Source: an optimization exercise on an open RTL-to-GDS flow (aim: a short achievable clock period and few clock cycles per item). Production flows keep margins and buffers that such runs may drop. The RTL was checked by simulation tests, not by an equivalence proof against the original design. Power is estimated from default activity; no workload was simulated.

[flow/config.mk]
export PLATFORM = sky130hd
export DESIGN_NAME = pipelinedCpu
export DESIGN_NICKNAME = pipelinedCpu
export VERILOG_FILES = /design/flow/design.v
export SDC_FILE = /design/flow/constraint.sdc
export NUM_CORES = 4
export LEC_CHECK = 0
export CAP_MARGIN = 40
export CORE_MARGIN = 2
export CORE_UTILIZATION = 30
export SETUP_SLACK_MARGIN = 0.8
export SLEW_MARGIN = 40
[flow/constraint.sdc]
create_clock -name core_clock -period 6.0 [get_ports {clk}]
set_input_delay 1.2000 -clock core_clock [delete_from_list [all_inputs] [get_ports {clk}]]
set_output_delay 1.2000 -clock core_clock [all_outputs]
set_load 0.01 [all_outputs]
[flow/design.v]
package cpuPkg;
    localparam int DataWidth = 8;
    localparam int RegCount = 8;
    typedef logic [DataWidth-1:0] data_t;
    typedef logic [$clog2(RegCount)-1:0] regIdx_t;
    typedef enum logic [3:0] {
        RType = 4'd0,
        Load  = 4'd2,
        Store = 4'd3,
        Jump  = 4'd4,
        Addi  = 4'd8,
        Beq   = 4'd9
    } opcode_t;
    typedef enum logic [2:0] {
        Add = 3'd0,
        Sub = 3'd1,
        And = 3'd4,
        Or  = 3'd5,
        Xor = 3'd6,
        Slt = 3'd7
    } funct_t;
    typedef enum logic [2:0] {
        AluAdd,
        AluSub,
        AluAnd,
        AluOr,
        AluXor,
        AluSlt
    } aluOp_t;
    typedef struct packed {
        opcode_t opcode;
        funct_t  funct;
        regIdx_t rd;      
        regIdx_t rs1;     
        regIdx_t rs2;     
    } rFormat_t;
    typedef struct packed {
        opcode_t    opcode;
        funct_t     funct;
        regIdx_t    rd;       
        regIdx_t    rs1;
        logic [2:0] imm3;
    } iFormat_t;
    typedef struct packed {
        opcode_t    opcode;
        logic [5:0] spare;
        logic [5:0] off6;     
    } jFormat_t;
    typedef union packed {
        rFormat_t r;
        iFormat_t i;
        jFormat_t j;
    } instrWord_t;
    typedef struct packed {
        logic   regWrite;
        logic   memWrite;
        logic   memToReg;
        logic   useImm;
        logic   isBranch;
        logic   isJump;
        aluOp_t aluOp;
    } ctrl_t;
    typedef struct packed {
        data_t   pc;
        ctrl_t   ctrl;
        data_t   rs1Val;
        data_t   rs2Val;
        data_t   imm;       
        regIdx_t rd;
        regIdx_t rs1Idx;
        regIdx_t rs2Idx;
    } idEx_t;
    typedef struct packed {
        data_t   aluResult;
        data_t   storeData;
        regIdx_t rd;
        logic    regWrite;
        logic    memWrite;
        logic    memToReg;
    } exMem_t;
    typedef struct packed {
        logic    valid;
        regIdx_t regIdx;
        data_t   data;
    } wbResult_t;
    typedef struct packed {
        logic  taken;
        data_t target;
    } redirect_t;
    typedef enum logic [1:0] {
        None,
        FromMem,
        FromWb
    } forwardSel_t;
endpackage
`timescale 1ns/10ps
module pipelinedCpu #(
    parameter int DataWords = 256
) (
    input  logic               clk,
    input  logic               reset,
    input  cpuPkg::instrWord_t instr,
    output cpuPkg::data_t      instrAddr,
    output cpuPkg::wbResult_t  wb
);
    localparam logic [3:0] OpR = 4'd0, OpLoad = 4'd2, OpStore = 4'd3, OpJump = 4'd4,
                           OpAddi = 4'd8, OpBeq = 4'd9;
    localparam logic [2:0] AluAdd = 3'd0, AluSub = 3'd1, AluAnd = 3'd4, AluOr = 3'd5,
                           AluXor = 3'd6, AluSlt = 3'd7;
    logic [7:0] pc;
    logic [7:0] regs [1:7];
    logic [7:0] mem [DataWords];
    logic       wrE, loadE, storeE, beqE, useImmE;
    logic [2:0] aluOpE;
    logic [2:0] rdE;
    logic [7:0] aE, bE, immE, targetE;
    logic       fAmE, fAwE, fBmE, fBwE;
    logic       wrM, loadM, storeM;
    logic [2:0] rdM;
    logic [7:0] aluM, storeDataM;
    logic [15:0] loM, hiM;
    logic       wbValid;
    logic [2:0] wbIdx;
    logic [7:0] wbData;
    assign instrAddr = pc;
    assign wb = {wbValid, wbIdx, wbData};
    logic [3:0] op;
    logic [2:0] funct, rdF, rs1F, rs2F;
    logic [7:0] imm3x, off6x;
    assign op    = instr[15:12];
    assign funct = instr[11:9];
    assign rdF   = instr[8:6];
    assign rs1F  = instr[5:3];
    assign rs2F  = instr[2:0];
    assign imm3x = {{5{instr[2]}}, instr[2:0]};
    assign off6x = {{2{instr[5]}}, instr[5:0]};
    logic       isR, rValid, isAddi, isLoad, isStore, isBeq, isJump;
    logic       beqStatic, beqDyn;
    logic       wrF, useA, useB;
    logic [2:0] srcB;
    assign isR     = (op == OpR);
    assign rValid  = isR && (funct != 3'd2) && (funct != 3'd3);
    assign isAddi  = (op == OpAddi);
    assign isLoad  = (op == OpLoad);
    assign isStore = (op == OpStore);
    assign isBeq   = (op == OpBeq);
    assign isJump  = (op == OpJump);
    assign beqStatic = isBeq && (rs1F == rdF);
    assign beqDyn    = isBeq && (rs1F != rdF) && (instr[2:0] != 3'd1);
    assign wrF  = (rValid || isAddi || isLoad) && (rdF != 3'd0);
    assign useA = rValid || isAddi || isLoad || isStore || beqDyn;
    assign useB = rValid || isStore || beqDyn;
    assign srcB = isR ? rs2F : rdF;
    function automatic logic [7:0] readReg(input logic [2:0] idx, input logic [7:0] r1,
        input logic [7:0] r2, input logic [7:0] r3, input logic [7:0] r4,
        input logic [7:0] r5, input logic [7:0] r6, input logic [7:0] r7,
        input logic wv, input logic [2:0] wi, input logic [7:0] wd);
        if (idx == 3'd0) readReg = 8'd0;
        else if (wv && wi == idx) readReg = wd;
        else begin
            case (idx)
                3'd1: readReg = r1;
                3'd2: readReg = r2;
                3'd3: readReg = r3;
                3'd4: readReg = r4;
                3'd5: readReg = r5;
                3'd6: readReg = r6;
                default: readReg = r7;
            endcase
        end
    endfunction
    logic [7:0] aF, bF;
    assign aF = readReg(rs1F, regs[1], regs[2], regs[3], regs[4], regs[5], regs[6], regs[7],
                        wbValid, wbIdx, wbData);
    assign bF = readReg(srcB, regs[1], regs[2], regs[3], regs[4], regs[5], regs[6], regs[7],
                        wbValid, wbIdx, wbData);
    logic stall;
    assign stall = loadE && wrE &&
                   ((useA && rs1F == rdE) || (useB && srcB == rdE));
    logic fAm, fAw, fBm, fBw;
    assign fAm = useA && wrE && (rdE == rs1F);
    assign fAw = useA && !fAm && wrM && (rdM == rs1F);
    assign fBm = useB && wrE && (rdE == srcB);
    assign fBw = useB && !fBm && wrM && (rdM == srcB);
    logic [7:0] srcAE, srcBE, opBE, aluE, addrE;
    logic       takenE;
    assign srcAE = fAmE ? aluM : fAwE ? wbData : aE;
    assign srcBE = fBmE ? aluM : fBwE ? wbData : bE;
    assign opBE  = useImmE ? immE : srcBE;
    assign addrE = srcAE + immE;
    always_comb begin
        case (aluOpE)
            AluSub:  aluE = srcAE - opBE;
            AluAnd:  aluE = srcAE & opBE;
            AluOr:   aluE = srcAE | opBE;
            AluXor:  aluE = srcAE ^ opBE;
            AluSlt:  aluE = ($signed(srcAE) < $signed(opBE)) ? 8'd1 : 8'd0;
            default: aluE = srcAE + opBE;
        endcase
    end
    assign takenE = beqE && (srcAE == srcBE);
    logic [7:0] pcNext;
    always_comb begin
        if (takenE)                  pcNext = targetE;
        else if (stall)              pcNext = pc;
        else if (isJump)             pcNext = pc + off6x;
        else if (beqStatic)          pcNext = pc + imm3x;
        else                         pcNext = pc + 8'd1;
    end
    always_ff @(posedge clk or posedge reset) begin
        if (reset) pc <= 8'd0;
        else       pc <= pcNext;
    end
    logic issue;
    assign issue = !takenE && !stall;
    always_ff @(posedge clk or posedge reset) begin
        if (reset) begin
            wrE <= 1'b0;
            loadE <= 1'b0;
            storeE <= 1'b0;
            beqE <= 1'b0;
        end else begin
            wrE <= issue && wrF;
            loadE <= issue && isLoad;
            storeE <= issue && isStore;
            beqE <= issue && beqDyn;
        end
    end
    always_ff @(posedge clk) begin
        useImmE <= !isR;
        aluOpE <= isR ? funct : AluAdd;
        rdE <= rdF;
        aE <= aF;
        bE <= bF;
        immE <= imm3x;
        targetE <= pc + imm3x;
        fAmE <= fAm;
        fAwE <= fAw;
        fBmE <= fBm;
        fBwE <= fBw;
    end
    always_ff @(posedge clk or posedge reset) begin
        if (reset) begin
            wrM <= 1'b0;
            loadM <= 1'b0;
            storeM <= 1'b0;
        end else begin
            wrM <= wrE;
            loadM <= loadE;
            storeM <= storeE;
        end
    end
    always_ff @(posedge clk) begin
        rdM <= rdE;
        aluM <= aluE;
        storeDataM <= srcBE;
        for (int k = 0; k < 16; k++) begin
            loM[k] <= (addrE[3:0] == 4'(k));
            hiM[k] <= (addrE[7:4] == 4'(k));
        end
    end
    logic [7:0] rowData [16];
    logic [7:0] rdataM;
    always_comb begin
        for (int j = 0; j < 16; j++) begin
            rowData[j] = 8'd0;
            for (int k = 0; k < 16; k++) begin
                rowData[j] = rowData[j] | (loM[k] ? mem[16 * j + k] : 8'd0);
            end
        end
        rdataM = 8'd0;
        for (int j = 0; j < 16; j++) begin
            rdataM = rdataM | (hiM[j] ? rowData[j] : 8'd0);
        end
    end
    always_ff @(posedge clk or posedge reset) begin
        if (reset) begin
            for (int i = 0; i < DataWords; i++) mem[i] <= 8'd0;
        end else begin
            for (int i = 0; i < DataWords; i++) begin
                if (storeM && hiM[i / 16] && loM[i % 16]) mem[i] <= storeDataM;
            end
        end
    end
    always_ff @(posedge clk or posedge reset) begin
        if (reset) wbValid <= 1'b0;
        else       wbValid <= wrM;
    end
    always_ff @(posedge clk) begin
        wbIdx <= rdM;
        wbData <= loadM ? rdataM : aluM;
    end
    always_ff @(posedge clk or posedge reset) begin
        if (reset) begin
            for (int i = 1; i < 8; i++) regs[i] <= 8'(i);
        end else if (wbValid) begin
            for (int i = 1; i < 8; i++) begin
                if (wbIdx == 3'(i)) regs[i] <= wbData;
            end
        end
    end
endmodule
[flow/run.sh]
#!/bin/bash
# synth_recipe.tcl (not shown) runs the flow's synth.tcl, then flattens the netlist and writes it again
# the make line also repeats each setting of config.mk as NAME=value (left out here)
make -C /OpenROAD-flow-scripts/flow DESIGN_CONFIG=/design/flow/config.mk WORK_HOME=/design/flow/orfs CLKGATE_MAP_FILE= SYNTH_SCRIPT=/design/flow/synth_recipe.tcl finish
==> insert_results.sql, run 1 <==
INSERT INTO impl_metrics (metric_group, metric, value, unit) VALUES
('status', 'run_status', 'finished clean', ''),
('place', 'portBuffers', '37', ''),
('worst_setup_path', 'max_stage_delay', '0.53', 'ns'),
('worst_setup_path', 'cp.required', '6.74', 'ns'),
('power', 'total_leakage_power', '0.05276', 'uW'),
('logic_synthesis', 'synth_fp_nets', '7252', ''),
('worst_setup_path', 'rrSetupSlack', '2.04', 'ns'),
('logic_synthesis', 'synth.ff_latch_count', '2220', ''),
('timing', 'report.final.setup_viol', '0', ''),
('floorplanning', 'core_region_area', '321700', 'um^2'),
('cells_and_area', 'nFillCells', '31147', ''),
('global_route', 'grt_usage', '17.97', '%'),
('logic_synthesis', 'ys_seq_area_share', '56.70', '%'),
('timing', 'fin_tns_setup', '0', 'ns'),
('timing', 'worst-slew-pin-transition', '0.8850', 'ns'),
('detailed_routing', 'drt-initial-drc-count', '5441', ''),
('logic_synthesis', 'synth-edff-count', '0', ''),
('detailed_routing', 'avgRoutedWirePerCell', '26.14', 'um'),
('power', 'pwr-share-seq', '45.6', '%'),
('floorplanning', 'rows', '208', ''),
('worst_setup_path', 'reg2regPathDepth', '11', ''),
('timing', 'report.final.hold_viol_count', '0', ''),
('worst_setup_path', 'r2r-start', 'fAwE$_DFF_P_', ''),
('detailed_routing', 'antenna_violating_nets_post_route', '0', ''),
('cts', 'cts_max_path_buffers', '3', ''),
('worst_setup_path', 'worst-setup-path-type', 'reg2reg', ''),
('cts', 'cts_stage_hold_buffer_count', '0', ''),
('cells_and_area', 'syn_to_final_growth', '13.89', '%'),
('cells_and_area', 'drive_gt1_share', '37.65', '%'),
('power', 'pwr-share-clk', '39.1', '%'),
('hold_path', 'holdPathEnd', 'wbIdx[0]$_DFF_P_', ''),
('cts', 'cts.clk_slew.worst_paths', '0.06', 'ns'),
('power', 'p_sw_share', '31.72', '%'),
('logic_synthesis', 'syn-instance-count', '7187', ''),
('logic_synthesis', 'dominantRegCellSynth', 'sky130_fd_sc_hd__dfrtp_1', ''),
('detailed_routing', 'num_vias', '64107', ''),
('timing', 'slew_headroom', '40.92', '%'),
('cts', 'cts_repair_resize_count', '0', ''),
('cts', 'clock_tree_from_tritoncts', 'done', ''),
('global_route', 'globalRouteOverflowTotal', '0', ''),
('worst_setup_path', 'timing.critical_path.fanout_max', '8', ''),
('place', 'gp_routability_congestion', '0.8339', ''),
('cts', 'cts_root_buffer', 'sky130_fd_sc_hd__clkbuf_16', ''),
('hold_path', 'worst_hold_startpoint', 'rdM[0]$_DFF_P_', ''),
('power', 'cell_internal_pwr', '25600', 'uW'),
('floorplanning', 'initial_core_util', '30.20', '%'),
('global_route', 'grt_max_degree', '142', ''),
('logic_synthesis', 'synthesis.area_per_instance', '13.51', 'um^2'),
('cts', 'cts_post_setup_buffers_inserted', '0', ''),
('hold_path', 'timing.hold.worst.class', 'reg2reg', ''),
('detailed_routing', 'drc_errors', '0', ''),
('cells_and_area', 'finalInstanceArea', '110600', 'um^2'),
('cts', 'cts_htree_levels', '4', ''),
('floorplanning', 'dieArea', '328300', 'um^2'),
('logic_synthesis', 'synthDominantAreaCellType', 'sky130_fd_sc_hd__dfrtp_1', ''),
('detailed_routing', 'vias_per_cell', '5.543', ''),
('worst_setup_path', 'element_type_at_the_critical_path_end', 'flop', ''),
('timing', 'rsz_0062_raised_after_global_routing', 'false', ''),
('timing', 'final_period_minus_worst_setup_slack', '3.965', 'ns'),
('cells_and_area', 'nets', '7124', ''),
('power', 'power_density_of_the_placed_cells', '339.0', 'nW/um^2'),
('cells_and_area', 'register_area', '55160', 'um^2'),
('power', 'switching_power', '11890', 'uW'),
('logic_synthesis', 'synth-async-reset-ratio', '95.50', '%'),
('floorplanning', 'die-width', '573.0', 'um'),
('logic_synthesis', 'synth_cell_type_count', '74', ''),
('timing', 'timing.final.crit_share', '66.08', '%'),
('logic_synthesis', 'synth.cell_area', '97130', 'um^2'),
('place', 'dp_hpwl', '186.2', 'mm'),
('logic_synthesis', 'synth.top_cell.area_share', '54.31', '%'),
('worst_setup_path', 'worst_r2r_endpoint', 'hiM[8]$_DFF_P_', '');
-- cell usage in the layout, fill, tap and decap left out, types with 9 or more instances in the layout --
cell type                            n
sky130_fd_sc_hd__a21oi_1            61
sky130_fd_sc_hd__o21ai_0            88
sky130_fd_sc_hd__dfxtp_1            74
sky130_fd_sc_hd__a22oi_1           343
sky130_fd_sc_hd__inv_1              45
sky130_fd_sc_hd__xor2_1             20
sky130_fd_sc_hd__nor3_1             37
sky130_fd_sc_hd__o21ai_1            13
sky130_fd_sc_hd__a221oi_1          371
sky130_fd_sc_hd__ha_1               43
sky130_fd_sc_hd__mux2i_1            30
sky130_fd_sc_hd__nand2_1           317
sky130_fd_sc_hd__buf_12             45
sky130_fd_sc_hd__buf_4             119
sky130_fd_sc_hd__clkdlybuf4s50_1    37
sky130_fd_sc_hd__clkbuf_16         234
sky130_fd_sc_hd__clkinv_2           44
sky130_fd_sc_hd__nor2_1             85
sky130_fd_sc_hd__dfrtp_1          2108
sky130_fd_sc_hd__mux2_2           2130
sky130_fd_sc_hd__nand3_1            91
sky130_fd_sc_hd__and2_1             23
sky130_fd_sc_hd__clkbuf_8           58
sky130_fd_sc_hd__xnor2_1            45
sky130_fd_sc_hd__o21a_1             16
sky130_fd_sc_hd__dfxtp_4            24
sky130_fd_sc_hd__dfstp_2            12
sky130_fd_sc_hd__clkbuf_1           59
sky130_fd_sc_hd__nor2b_1             9
sky130_fd_sc_hd__bufinv_16          11
sky130_fd_sc_hd__a22o_1            361
sky130_fd_sc_hd__nand4_1           130
-- layer usage --
layer	global-route usage [%]	vias to the layer above	wire length [um]
met3	3.006	568	19050
met4	6.595	0	11000
li1	-	26876	-
met5	0	-	0
met2	28.68	2241	140200
met1	24.47	34422	132000
-- worst max path at each step --
stage / slack (ns) / start / end / depth (start not counted)
4_1_cts: 2.04 / fAwE$_DFF_P_ / hiM[8]$_DFF_P_ / 11
3_5_place_dp: 1.31 / instr[13] / wrE$_DFF_PP0_ / 9
2_1_floorplan: -24.63 / reset / beqE$_DFF_PP0_ / 1
6_report: 2.04 / fAwE$_DFF_P_ / hiM[8]$_DFF_P_ / 11
5_1_grt: 1.72 / fAwE$_DFF_P_ / hiM[9]$_DFF_P_ / 11
3_3_place_gp: 1.35 / instr[12] / wrE$_DFF_PP0_ / 9
-- per-stage QoR --
step	total power, uW	worst slack, ns	utilization (%)	cells	hold slack [ns]
4_1_cts	37630	2.038	34.35	11555	0.3912
3_3_place_gp	22810	1.353	31.85	11117	0.3833
3_5_place_dp	22960	1.305	31.91	11124	0.3825
5_1_grt	38740	1.720	34.39	11562	0.3976
2_1_floorplan	19990	-24.63	-	7187	0.3312
6_report	37490	2.035	34.39	11565	0.3911
-- synthesized netlist by cell type, types with 16 or more instances --
cell                       number
sky130_fd_sc_hd__inv_1         46
sky130_fd_sc_hd__buf_2         53
sky130_fd_sc_hd__a22oi_1      343
sky130_fd_sc_hd__nand3_1       91
sky130_fd_sc_hd__and2_1        23
sky130_fd_sc_hd__dfrtp_1     2108
sky130_fd_sc_hd__mux2i_1       30
sky130_fd_sc_hd__nand4_1      130
sky130_fd_sc_hd__nor2_1        85
sky130_fd_sc_hd__ha_1          43
sky130_fd_sc_hd__o21ai_0      102
sky130_fd_sc_hd__clkbuf_1     430
sky130_fd_sc_hd__o21a_1        16
sky130_fd_sc_hd__nand2_1      317
sky130_fd_sc_hd__mux2_2      2130
sky130_fd_sc_hd__dfxtp_1      100
sky130_fd_sc_hd__a21oi_1       61
sky130_fd_sc_hd__a22o_1       361
sky130_fd_sc_hd__buf_1         89
sky130_fd_sc_hd__xnor2_1       45
sky130_fd_sc_hd__a221oi_1     371
sky130_fd_sc_hd__nor3_1        39
sky130_fd_sc_hd__xor2_1        20
-- critical path, delay by kind of cell, from the launching register on --
kind / cells / cell delay [ns]
compound gates: 4 / 1.02
mux: 2 / 0.78
flops: 1 / 0.53
xor+xnor: 1 / 0.50
simple gates: 2 / 0.38
fa+ha+maj: 1 / 0.33
buf+inv: 1 / 0.26
-- power groups by stage --
| stage | registers (uW) | logic, uW | clock network (uW) |
|---|---|---|---|
| global placement | 17400 | 5380 | 0 |
| detailed placement | 17400 | 5560 | 0 |
| finish | 17100 | 5740 | 14700 |
| floorplan | 16300 | 3660 | 0 |
| CTS | 17100 | 5580 | 14900 |
| global route | 17100 | 6080 | 15500 |
-- registers in the layout (all words and copies together) (netlist names), 3 cells and up --
register / flops
rdE: 3
mem: 2048
pc: 8
hiM: 16
bE: 8
aE: 8
wbData: 8
loM: 16
storeDataM: 8
aluOpE: 3
wbIdx: 3
targetE: 8
aluM: 8
regs: 56
immE: 3
rdM: 3
-- final cells by class --
type / count / area share, %
Clock inverter: 80 / 0.8766
Timing Repair Buffer: 213 / 2.138
Sequential cell: 2220 / 49.87
Tap cell: 4305 / 4.869
Multi-Input combinational cell: 4345 / 35.86
Inverter: 47 / 0.1629
Clock buffer: 351 / 6.216
Antenna cell: 4 / 0.009049
-- logic make-up (layout without fill, tap and decap cells) --
group                      count (synthesis)  after routing  share of synthesized area [%]
DFF                                     2220           2220                          56.70
adders and majority gates                 47             47                         0.6364
and+or+nand+nor                          739            739                          3.637
buffers and inverters                    622            691                          2.495
AOI/OAI and AO/OA                       1327           1327                          10.83
xor gates and xnor gates                  65             65                         0.5861
muxes                                   2167           2167                          25.12
other                                      0              4                              0
Testbench counts, summed over its fixed seeds: cycles 126,236, instrs 118,231.
==> inputs of run 2 (changes only) <==
--- a/flow/config.mk
+++ b/flow/config.mk
@@ -5,8 +5,9 @@
 export SDC_FILE = /design/flow/constraint.sdc
 export NUM_CORES = 4
 export LEC_CHECK = 0
+export ABC_CLOCK_PERIOD_IN_PS = 2500
 export CAP_MARGIN = 40
 export CORE_MARGIN = 2
 export CORE_UTILIZATION = 30
-export SETUP_SLACK_MARGIN = 0.8
+export SETUP_SLACK_MARGIN = 3.5
 export SLEW_MARGIN = 40
==> run 2 against run 1 <==
Maximum frequency increased by 38%. Routed wire length increased by 7.3%. Die area stayed put. Hold slack got worse by 0.0088 ns. Clock skew decreased by 0.0015 ns. First-iteration DRC count is 9.9% higher. Combinational power increased by 41%. Critical path type unchanged. Critical endpoint is now wbData[6]$_DFF_P_. Largest power group unchanged. Highest routed layer is now met5.
==> insert_results.sql, run 2 <==
INSERT INTO impl_metrics (metric_group, metric, value, unit) VALUES
('power', 'power_density_of_the_placed_cells', '340.4', 'nW/um^2'),
('floorplanning', 'dieArea', '328300', 'um^2'),
('cts', 'cts.clk_slew.worst_paths', '0.06', 'ns'),
('cts', 'cts_max_path_buffers', '3', ''),
('logic_synthesis', 'ys_top_cells_by_count', '2,130 x sky130_fd_sc_hd__mux2_2, 2,108 x sky130_fd_sc_hd__dfrtp_1, 430 x sky130_fd_sc_hd__clkbuf_1', ''),
('floorplanning', 'core_region_area', '321700', 'um^2'),
('worst_setup_path', 'r2r-start', 'loM[6]$_DFF_P_', ''),
('power', 'total_leakage_power', '0.05515', 'uW'),
('global_route', 'grt_first_pass_wirelength', '473.9', 'mm'),
('timing', 'clock-skew-final', '0.06720', 'ns'),
('logic_synthesis', 'synth.ff_latch_count', '2220', ''),
('timing', 'final_period_minus_worst_setup_slack', '2.876', 'ns'),
('global_route', 'grt_usage', '19.08', '%'),
('worst_setup_path', 'critical_path_arrival', '3.60', 'ns'),
('global_route', 'grt_max_degree', '142', ''),
('logic_synthesis', 'synth.top_cell.area_share', '54.31', '%'),
('cells_and_area', 'largest_registers', 'mem x2048, regs x56', ''),
('detailed_routing', 'vias_per_cell', '5.598', ''),
('power', 'report.power.total', '39540', 'uW'),
('timing', 'report.final.setup_viol', '0', ''),
('logic_synthesis', 'synth_fp_nets', '7252', ''),
('worst_setup_path', 'crit_path_start', 'loM[6]$_DFF_P_', ''),
('floorplanning', 'die-width', '573.0', 'um'),
('cells_and_area', 'top_register', 'mem', ''),
('worst_setup_path', 'worst-setup-path-type', 'reg2reg', ''),
('detailed_routing', 'drc_errors', '0', ''),
('timing', 'fmax', '347.8', 'MHz'),
('logic_synthesis', 'synth-async-reset-ratio', '95.50', '%'),
('logic_synthesis', 'synth-edff-count', '0', ''),
('logic_synthesis', 'synthesis.yosys.warnings', '4', ''),
('worst_setup_path', 'rrSetupSlack', '3.12', 'ns'),
('worst_setup_path', 'timing.critical_path.fanout_max', '48', ''),
('detailed_routing', 'avgRoutedWirePerCell', '27.42', 'um'),
('worst_setup_path', 'critPathCapture', 'wbData[6]$_DFF_P_', ''),
('place', 'dp_hpwl', '186.2', 'mm'),
('logic_synthesis', 'synthDominantAreaCellType', 'sky130_fd_sc_hd__dfrtp_1', ''),
('logic_synthesis', 'yosysMostFrequentCell', 'sky130_fd_sc_hd__mux2_2', ''),
('floorplanning', 'rows', '208', ''),
('cells_and_area', 'mostFrequentLayoutCells', '2,125 x sky130_fd_sc_hd__mux2_2, 2,099 x sky130_fd_sc_hd__dfrtp_1, 357 x sky130_fd_sc_hd__a22o_1, 327 x sky130_fd_sc_hd__a22oi_1, 290 x sky130_fd_sc_hd__nand2_1', ''),
('worst_setup_path', 'element_type_at_the_critical_path_end', 'flop', ''),
('cts', 'cts_stage_hold_buffer_count', '0', ''),
('cells_and_area', 'nFillCells', '30567', ''),
('global_route', 'grt_antenna_before_repair', '9', ''),
('global_route', 'globalRouteOverflowTotal', '0', ''),
('cts', 'clock_tree_from_tritoncts', 'done', ''),
('detailed_routing', 'drt-initial-drc-count', '5980', ''),
('logic_synthesis', 'syn-instance-count', '7187', ''),
('cts', 'cts_htree_levels', '4', ''),
('cts', 'clock-sinks', '2220', ''),
('logic_synthesis', 'ys_seq_area_share', '56.70', '%'),
('timing', 'worst-slew-pin-transition', '0.9360', 'ns'),
('worst_setup_path', 'worst_r2r_endpoint', 'wbData[6]$_DFF_P_', ''),
('place', 'gp_routability_congestion', '0.8339', ''),
('logic_synthesis', 'synthesis.area_per_instance', '13.51', 'um^2'),
('worst_setup_path', 'cp-start-kind', 'flop', ''),
('cells_and_area', 'layout_commonest_cell', 'sky130_fd_sc_hd__mux2_2', ''),
('floorplanning', 'io_pins', '38', ''),
('worst_setup_path', 'cp.required', '6.73', 'ns'),
('timing', 'slew_headroom', '37.60', '%'),
('power', 'vdd.ir_drop.worst', '412.6', 'uV'),
('cells_and_area', 'largest_register_ff_count', '2048', ''),
('cells_and_area', 'drive_gt1_share', '44.76', '%'),
('logic_synthesis', 'ys_top_cells_by_area', 'sky130_fd_sc_hd__dfrtp_1 54%, sky130_fd_sc_hd__mux2_2 25%, sky130_fd_sc_hd__a221oi_1 3.3%', ''),
('detailed_routing', 'antenna_violating_nets_post_route', '0', ''),
('cts', 'cts-buffers-inserted', '232', ''),
('timing', 'fin_tns_setup', '0', 'ns'),
('logic_synthesis', 'synth.cell_area', '97130', 'um^2'),
('timing', 'report.final.hold_viol_count', '0', ''),
('floorplanning', 'initial_core_util', '30.20', '%'),
('timing', 'timing.final.crit_share', '47.93', '%'),
('timing', 'rsz_0062_raised_after_global_routing', 'true', ''),
('status', 'run_status', 'finished clean', ''),
('logic_synthesis', 'dominantRegCellSynth', 'sky130_fd_sc_hd__dfrtp_1', ''),
('detailed_routing', 'num_vias', '66203', ''),
('cts', 'cts_root_buffer', 'sky130_fd_sc_hd__clkbuf_16', ''),
('logic_synthesis', 'synth_cell_type_count', '74', ''),
('cells_and_area', 'syn_to_final_growth', '19.61', '%'),
('cells_and_area', 'nets', '7374', ''),
('cts', 'clkLatencyLatePin', '0.91', 'ns'),
('worst_setup_path', 'reg2regPathDepth', '7', ''),
('place', 'portBuffers', '37', ''),
('floorplanning', 'floorplan.die.height', '573.0', 'um'),
('hold_path', 'timing.hold.worst.class', 'reg2reg', ''),
('detailed_routing', 'route.final.wire_length', '324.3', 'mm'),
('flow_run', 'drv.max_cap_violation_count', '0', ''),
('timing', 'drv_slew', '0', ''),
('detailed_routing', 'drt_first_pass_iters', '6', ''),
('global_route', 'vias_in_the_first_global_route', '68130', '');
run 2: cell counts after synthesis:
Identical to the previous run, type by type.
run 2: how the worst min path moves through the flow:
stage | endpoint | depth (start not counted) | from | slack (ns)
floorplan | storeM$_DFF_PP0_ | 0 | storeE$_DFF_PP0_ | 0.33
global placement | wbIdx[0]$_DFF_P_ | 0 | rdM[0]$_DFF_P_ | 0.38
CTS | wbIdx[0]$_DFF_P_ | 0 | rdM[0]$_DFF_P_ | 0.38
finish | wbIdx[0]$_DFF_P_ | 0 | rdM[0]$_DFF_P_ | 0.38
detailed placement | wbIdx[0]$_DFF_P_ | 0 | rdM[0]$_DFF_P_ | 0.38
global route | wbIdx[0]$_DFF_P_ | 0 | rdM[0]$_DFF_P_ | 0.39
run 2: per-layer routing:
metal / up-vias / GRT usage, % / share of wire [%]
met4: 6 / 7.593 / 4.3
met5: - / 0 / 0.014
met2: 2633 / 30.33 / 46
li1: 27428 / - / -
met3: 680 / 3.586 / 7.3
met1: 35456 / 25.59 / 42
run 2: logic make-up (layout without fill, tap and decap cells):
group	after synthesis	in the layout	synth area share, %
xor gates and xnor gates	65	65	0.5861
DFF	2220	2220	56.70
muxes	2167	2167	25.12
buffers and inverters	622	940	2.495
AOI/OAI and AO/OA	1327	1327	10.83
and+or+nand+nor	739	740	3.637
other	0	15	0
adders and majority gates	47	47	0.6364
run 2: stage by stage:
stage / hold WS, ns / utilization [%] / instances / area (um^2) / setup slack, ns
after floorplan: 0.3312 / - / 7187 / 97130 / -24.63
after global placement: 0.3833 / 31.85 / 11117 / 102400 / 1.353
after detailed placement: 0.3825 / 31.91 / 11124 / 102600 / 1.305
after CTS: 0.3818 / 35.54 / 11735 / 114300 / 3.185
after global routing: 0.3883 / 36.11 / 11812 / 116100 / 3.128
final: 0.3822 / 36.12 / 11826 / 116200 / 3.124
run 2: worst max-delay path, cell delays in order, from the launching register on:
cell	delay, ns
sky130_fd_sc_hd__dfxtp_4	0.43
sky130_fd_sc_hd__buf_12	0.21
sky130_fd_sc_hd__a22o_1	0.32
sky130_fd_sc_hd__a221oi_1	0.42
sky130_fd_sc_hd__nand4_1	0.46
sky130_fd_sc_hd__a22oi_1	0.31
sky130_fd_sc_hd__and4_1	0.30
sky130_fd_sc_hd__a41oi_1	0.14
run 2: timing repair:
item	4_1_cts	5_1_grt
gates cloned	13	9
pin swaps	140	116
setup buffers	167	62
resized for setup	547	195
setup endpoints to repair	559	335
run 2: cell type report:
cell class	instances	area, um^2	share of cell area [%]
clock inverters	80	969.7	0.8347
multi-input cells	4346	41830	36.01
well taps	4305	5386	4.637
inverters	47	180.2	0.1551
clock buffers	351	6875	5.918
diodes	15	37.54	0.03231
repair buffers	462	5655	4.868
flip-flops and latches	2220	55240	47.55
run 2: power by group:
part           total, uW  internal (uW)  switching, uW
Sequential         16700          15700           1050
Combinational       8100           2580           5510
Clock              14700           8400           6300
==> inputs of run 3 (changes only) <==
==> flow/config.mk (replaced) <==
export PLATFORM = sky130hd
export DESIGN_NAME = pipelinedCpu
export DESIGN_NICKNAME = pipelinedCpu
export VERILOG_FILES = /design/flow/design.v
export SDC_FILE = /design/flow/constraint.sdc
export NUM_CORES = 4
export LEC_CHECK = 0
export CAP_MARGIN = 20
export CORE_MARGIN = 2
export CORE_UTILIZATION = 60
export SETUP_SLACK_MARGIN = 3.6
export SLEW_MARGIN = 20
==> run 3 against run 2 <==
Design area is 2.7% lower. Setup slack worse by 0.12 ns. Largest cell class unchanged. Highest routed layer unchanged. Critical endpoint unchanged. Combinational power is 2% higher. Clock power is 4% lower. Clock-buffer cell count is 3 higher. Still clean.
==> insert_results.sql, run 3 <==
INSERT INTO impl_metrics (metric_group, metric, value, unit) VALUES
('timing', 'fmax', '333.5', 'MHz'),
('logic_synthesis', 'synthDominantAreaCellType', 'sky130_fd_sc_hd__dfrtp_1', ''),
('timing', 'worst-slew-pin-transition', '1.141', 'ns'),
('cells_and_area', 'largest_register_ff_count', '2048', ''),
('timing', 'slew_headroom', '23.96', '%'),
('timing', 'rsz_0062_raised_after_global_routing', 'true', ''),
('global_route', 'vias_in_the_first_global_route', '66813', ''),
('flow_run', 'drv.max_cap_violation_count', '0', ''),
('worst_setup_path', 'worst-setup-path-type', 'reg2reg', ''),
('cells_and_area', 'multi_input_comb_area', '41740', 'um^2'),
('power', 'total_leakage_power', '0.05501', 'uW'),
('timing', 'fin_tns_setup', '0', 'ns'),
('cts', 'cts_max_path_buffers', '3', ''),
('worst_setup_path', 'critical_path_arrival', '3.69', 'ns'),
('cts', 'cts_root_buffer', 'sky130_fd_sc_hd__clkbuf_16', ''),
('cells_and_area', 'finalInstanceArea', '113000', 'um^2'),
('floorplanning', 'rows', '147', ''),
('floorplanning', 'io_pins', '38', ''),
('logic_synthesis', 'synth.top_cell.area_share', '54.31', '%'),
('logic_synthesis', 'synth-async-reset-ratio', '95.50', '%'),
('power', 'comb_power_share', '21.1', '%'),
('detailed_routing', 'antenna_violating_nets_post_route', '0', ''),
('worst_setup_path', 'worst-path-stages', '7', ''),
('floorplanning', 'die-width', '406.3', 'um'),
('detailed_routing', 'num_vias', '66757', ''),
('cts', 'cts_htree_levels', '4', ''),
('detailed_routing', 'drt-initial-drc-count', '6891', ''),
('cells_and_area', 'largest_registers', 'mem x2048, regs x56', ''),
('logic_synthesis', 'synth-edff-count', '0', ''),
('place', 'dp_hpwl', '178.6', 'mm'),
('place', 'gp_routability_congestion', '0.8569', ''),
('worst_setup_path', 'crit_path_buf_inv_count', '1', ''),
('power', 'report.power.total', '39140', 'uW'),
('cells_and_area', 'layout_commonest_cell', 'sky130_fd_sc_hd__mux2_2', ''),
('power', 'pwr-share-seq', '43.0', '%'),
('cells_and_area', 'drive_gt1_share', '44.61', '%'),
('cts', 'clock_tree_from_tritoncts', 'done', ''),
('floorplanning', 'dieArea', '165100', 'um^2'),
('floorplanning', 'initial_core_util', '60.42', '%'),
('timing', 'report.final.setup_viol', '0', ''),
('hold_path', 'holdPathStages', '0', ''),
('logic_synthesis', 'synth.cell_area', '97130', 'um^2'),
('cells_and_area', 'top_register', 'mem', ''),
('cells_and_area', 'final_core_utilization', '70.31', '%'),
('timing', 'clock-skew-final', '0.02679', 'ns'),
('cells_and_area', 'instances_no_fill', '9662', ''),
('power', 'vdd.ir_drop.worst', '339.6', 'uV'),
('timing', 'report.final.hold_viol_count', '0', ''),
('floorplanning', 'floorplan.die.height', '406.3', 'um'),
('timing', 'drv_slew', '0', ''),
('logic_synthesis', 'synthesis.area_per_instance', '13.51', 'um^2'),
('worst_setup_path', 'critical-path-slowest-cell', 'sky130_fd_sc_hd__nand4_1', ''),
('power', 'cell_internal_pwr', '26520', 'uW'),
('timing', 'final_period_minus_worst_setup_slack', '2.998', 'ns'),
('timing', 'timing.final.crit_share', '49.97', '%'),
('logic_synthesis', 'synthesis.yosys.warnings', '4', ''),
('detailed_routing', 'drt_first_pass_iters', '5', ''),
('logic_synthesis', 'synth_fp_nets', '7252', ''),
('detailed_routing', 'route.final.wire_length', '322.2', 'mm'),
('worst_setup_path', 'critical_path.cell_chain', 'buf_12 -> a22o_1 -> a221oi_2 -> nand4_1 -> a22oi_2 -> and4_1 -> a41oi_1', ''),
('detailed_routing', 'vias_per_cell', '6.909', ''),
('power', 'power_density_of_the_placed_cells', '346.3', 'nW/um^2'),
('cts', 'clock-sinks', '2220', ''),
('logic_synthesis', 'yosysMostFrequentCell', 'sky130_fd_sc_hd__mux2_2', ''),
('global_route', 'globalRouteOverflowTotal', '0', ''),
('logic_synthesis', 'synth_cell_type_count', '74', ''),
('cts', 'cts.clk_slew.worst_paths', '0.07', 'ns'),
('power', 'switching_power', '12620', 'uW'),
('floorplanning', 'core_region_area', '160800', 'um^2'),
('place', 'placement.cell_area', '99980', 'um^2'),
('detailed_routing', 'avgRoutedWirePerCell', '33.35', 'um'),
('cts', 'cts-buffers-inserted', '222', ''),
('global_route', 'grt_antenna_before_repair', '7', ''),
('worst_setup_path', 'element_type_at_the_critical_path_end', 'flop', ''),
('worst_setup_path', 'cp-start-kind', 'flop', ''),
('global_route', 'grt_first_pass_wirelength', '467.2', 'mm'),
('worst_setup_path', 'max_stage_delay', '0.62', 'ns'),
('cells_and_area', 'mostFrequentLayoutCells', '2,124 x sky130_fd_sc_hd__mux2_2, 2,098 x sky130_fd_sc_hd__dfrtp_1, 358 x sky130_fd_sc_hd__a22o_1, 330 x sky130_fd_sc_hd__a22oi_1, 295 x sky130_fd_sc_hd__a221oi_1', ''),
('power', 'pwr-share-clk', '35.9', '%'),
('global_route', 'grt_max_degree', '185', ''),
('place', 'numPlacedInstances', '8979', ''),
('worst_setup_path', 'timing.critical_path.fanout_max', '40', ''),
('detailed_routing', 'drc_errors', '0', ''),
('logic_synthesis', 'dominantRegCellSynth', 'sky130_fd_sc_hd__dfrtp_1', ''),
('cells_and_area', 'nets', '7387', ''),
('worst_setup_path', 'reg2regPathDepth', '7', ''),
('cells_and_area', 'register_area', '55240', 'um^2'),
('global_route', 'grt_usage', '38.84', '%'),
('worst_setup_path', 'cp_top_family', 'compound AO/OA/AOI/OAI gates', ''),
('logic_synthesis', 'ys_top_cells_by_count', '2,130 x sky130_fd_sc_hd__mux2_2, 2,108 x sky130_fd_sc_hd__dfrtp_1, 430 x sky130_fd_sc_hd__clkbuf_1', ''),
('place', 'portBuffers', '37', ''),
('logic_synthesis', 'syn-instance-count', '7187', ''),
('cts', 'clkLatencyLatePin', '0.87', 'ns'),
('cells_and_area', 'syn_to_final_growth', '16.36', '%'),
('status', 'run_status', 'finished clean', ''),
('logic_synthesis', 'synth.ff_latch_count', '2220', ''),
('logic_synthesis', 'ys_seq_area_share', '56.70', '%'),
('power', 'p_sw_share', '32.24', '%'),
('hold_path', 'timing.hold.worst.class', 'reg2reg', ''),
('logic_synthesis', 'ys_top_cells_by_area', 'sky130_fd_sc_hd__dfrtp_1 54%, sky130_fd_sc_hd__mux2_2 25%, sky130_fd_sc_hd__a221oi_1 3.3%', ''),
('cells_and_area', 'nFillCells', '11284', ''),
('worst_setup_path', 'cp.required', '6.69', 'ns');
==> run 3: cell counts after synthesis <==
No cell type changed its count.
==> run 3: final timing paths <==
check,endpoint,from,slack [ns]
max,wbData[6]$_DFF_P_,loM[5]$_DFF_P_,3.00
min,storeM$_DFF_PP0_,storeE$_DFF_PP0_,0.35
max reg2reg,wbData[6]$_DFF_P_,loM[5]$_DFF_P_,3.00
max in group asynchronous,mem[231][3]$_DFFE_PP0P_,reset,4.00
min reg2reg,storeM$_DFF_PP0_,storeE$_DFF_PP0_,0.35
min in group asynchronous,mem[213][0]$_DFFE_PP0P_,reset,0.75
==> run 3: logic make-up after synthesis <==
kind of cell             count (synthesis)  synth area share [%]
multiplexers                          2167                 25.12
XOR/XNOR                                65                0.5861
adder cells (fa/ha/maj)                 47                0.6364
AND/OR/NAND/NOR                        739                 3.637
buffers and inverters                  622                 2.495
flip-flops                            2220                 56.70
AO/OA/AOI/OAI                         1327                 10.83
==> run 3: area by class of cell <==
class | instances | share of cell area, %
repair buffers | 486 | 5.162
multi-input cells | 4345 | 36.93
well taps | 2160 | 2.391
clock buffers | 354 | 6.038
diodes | 2 | 0.004428
clock inverters | 48 | 0.4417
flip-flops and latches | 2220 | 48.87
inverters | 47 | 0.1638
==> run 3: power groups by stage <==
| stage | sequential, uW | clock, uW | combinational [uW] |
|---|---|---|---|
| finish | 16800 | 14100 | 8260 |
| floorplan | 16300 | 0 | 3660 |
| CTS | 16800 | 14100 | 7420 |
| global route | 16900 | 14800 | 8500 |
| global placement | 17400 | 0 | 5400 |
| detailed placement | 17400 | 0 | 5460 |
==> run 3: stage by stage <==
stage	setup WS (ns)	hold slack, ns
5_1_grt	3.003	0.3787
6_report	3.002	0.3528
3_3_place_gp	1.342	0.3402
2_1_floorplan	-24.63	0.3312
3_5_place_dp	1.122	0.3377
4_1_cts	3.138	0.3510
==> run 3: layer usage <==
metal	GRT usage (%)	part of all wire, %	routed length (um)	up-vias
met2	59.97	46	148100	2887
met1	54.12	41	132500	35756
li1	-	-	-	27446
met4	16.13	4.5	14460	4
met3	7.557	8.4	27190	664
met5	0	0.0081	26	-
==> run 3: repair_timing <==
| item | in CTS | in global routing |
|---|---|---|
| setup endpoints to repair | 1706 | 1529 |
| pin swaps | 104 | 85 |
| endpoints found under the hold margin | 0 | 0 |
| cloned | 20 | 2 |
| buffers inserted | 199 | 57 |
| gates resized for setup | 522 | 228 |
| hold buffers | 0 | 0 |

==> afterwards: timing with drivers on the ports <==
The flow's constraints put no driver on any port. The routed layouts listed below were extracted and timed again, unchanged, in two steps.
Step 1: set_driving_cell puts a clkbuf_16 on clk and a buf_2 on each other input, an assumption about the parent block.
Step 2, shift: input delay + t, output delay - t, t = (earliest + latest rising clock arrival at the registers) / 2. This alone moves slack from input paths to output paths.
a / b / c = no drivers / after step 1 / after step 2; a / b = the first two.
| run | t (ns) | setup slack, ns | worst setup path at the end | worst register clock-pin slew, ns | pins driven straight from the clock port |
|---|---|---|---|---|---|
| run 1 | 0.971 | 2.035 / 2.035 / 1.609 | input to register | 0.07 / 0.07 | 1 |
| run 2 | 0.973 | 3.124 / 3.124 / 2.605 | input to register | 0.08 / 0.08 | 1 |
| run 3 | 0.940 | 3.002 / 3.002 / 2.662 | input to register | 0.07 / 0.07 | 1 |
After both steps every run listed still meets setup and hold. For run 2, which loses most, drivers alone change the setup slack by 0.000 ns; drivers and shift together by -0.519 ns.
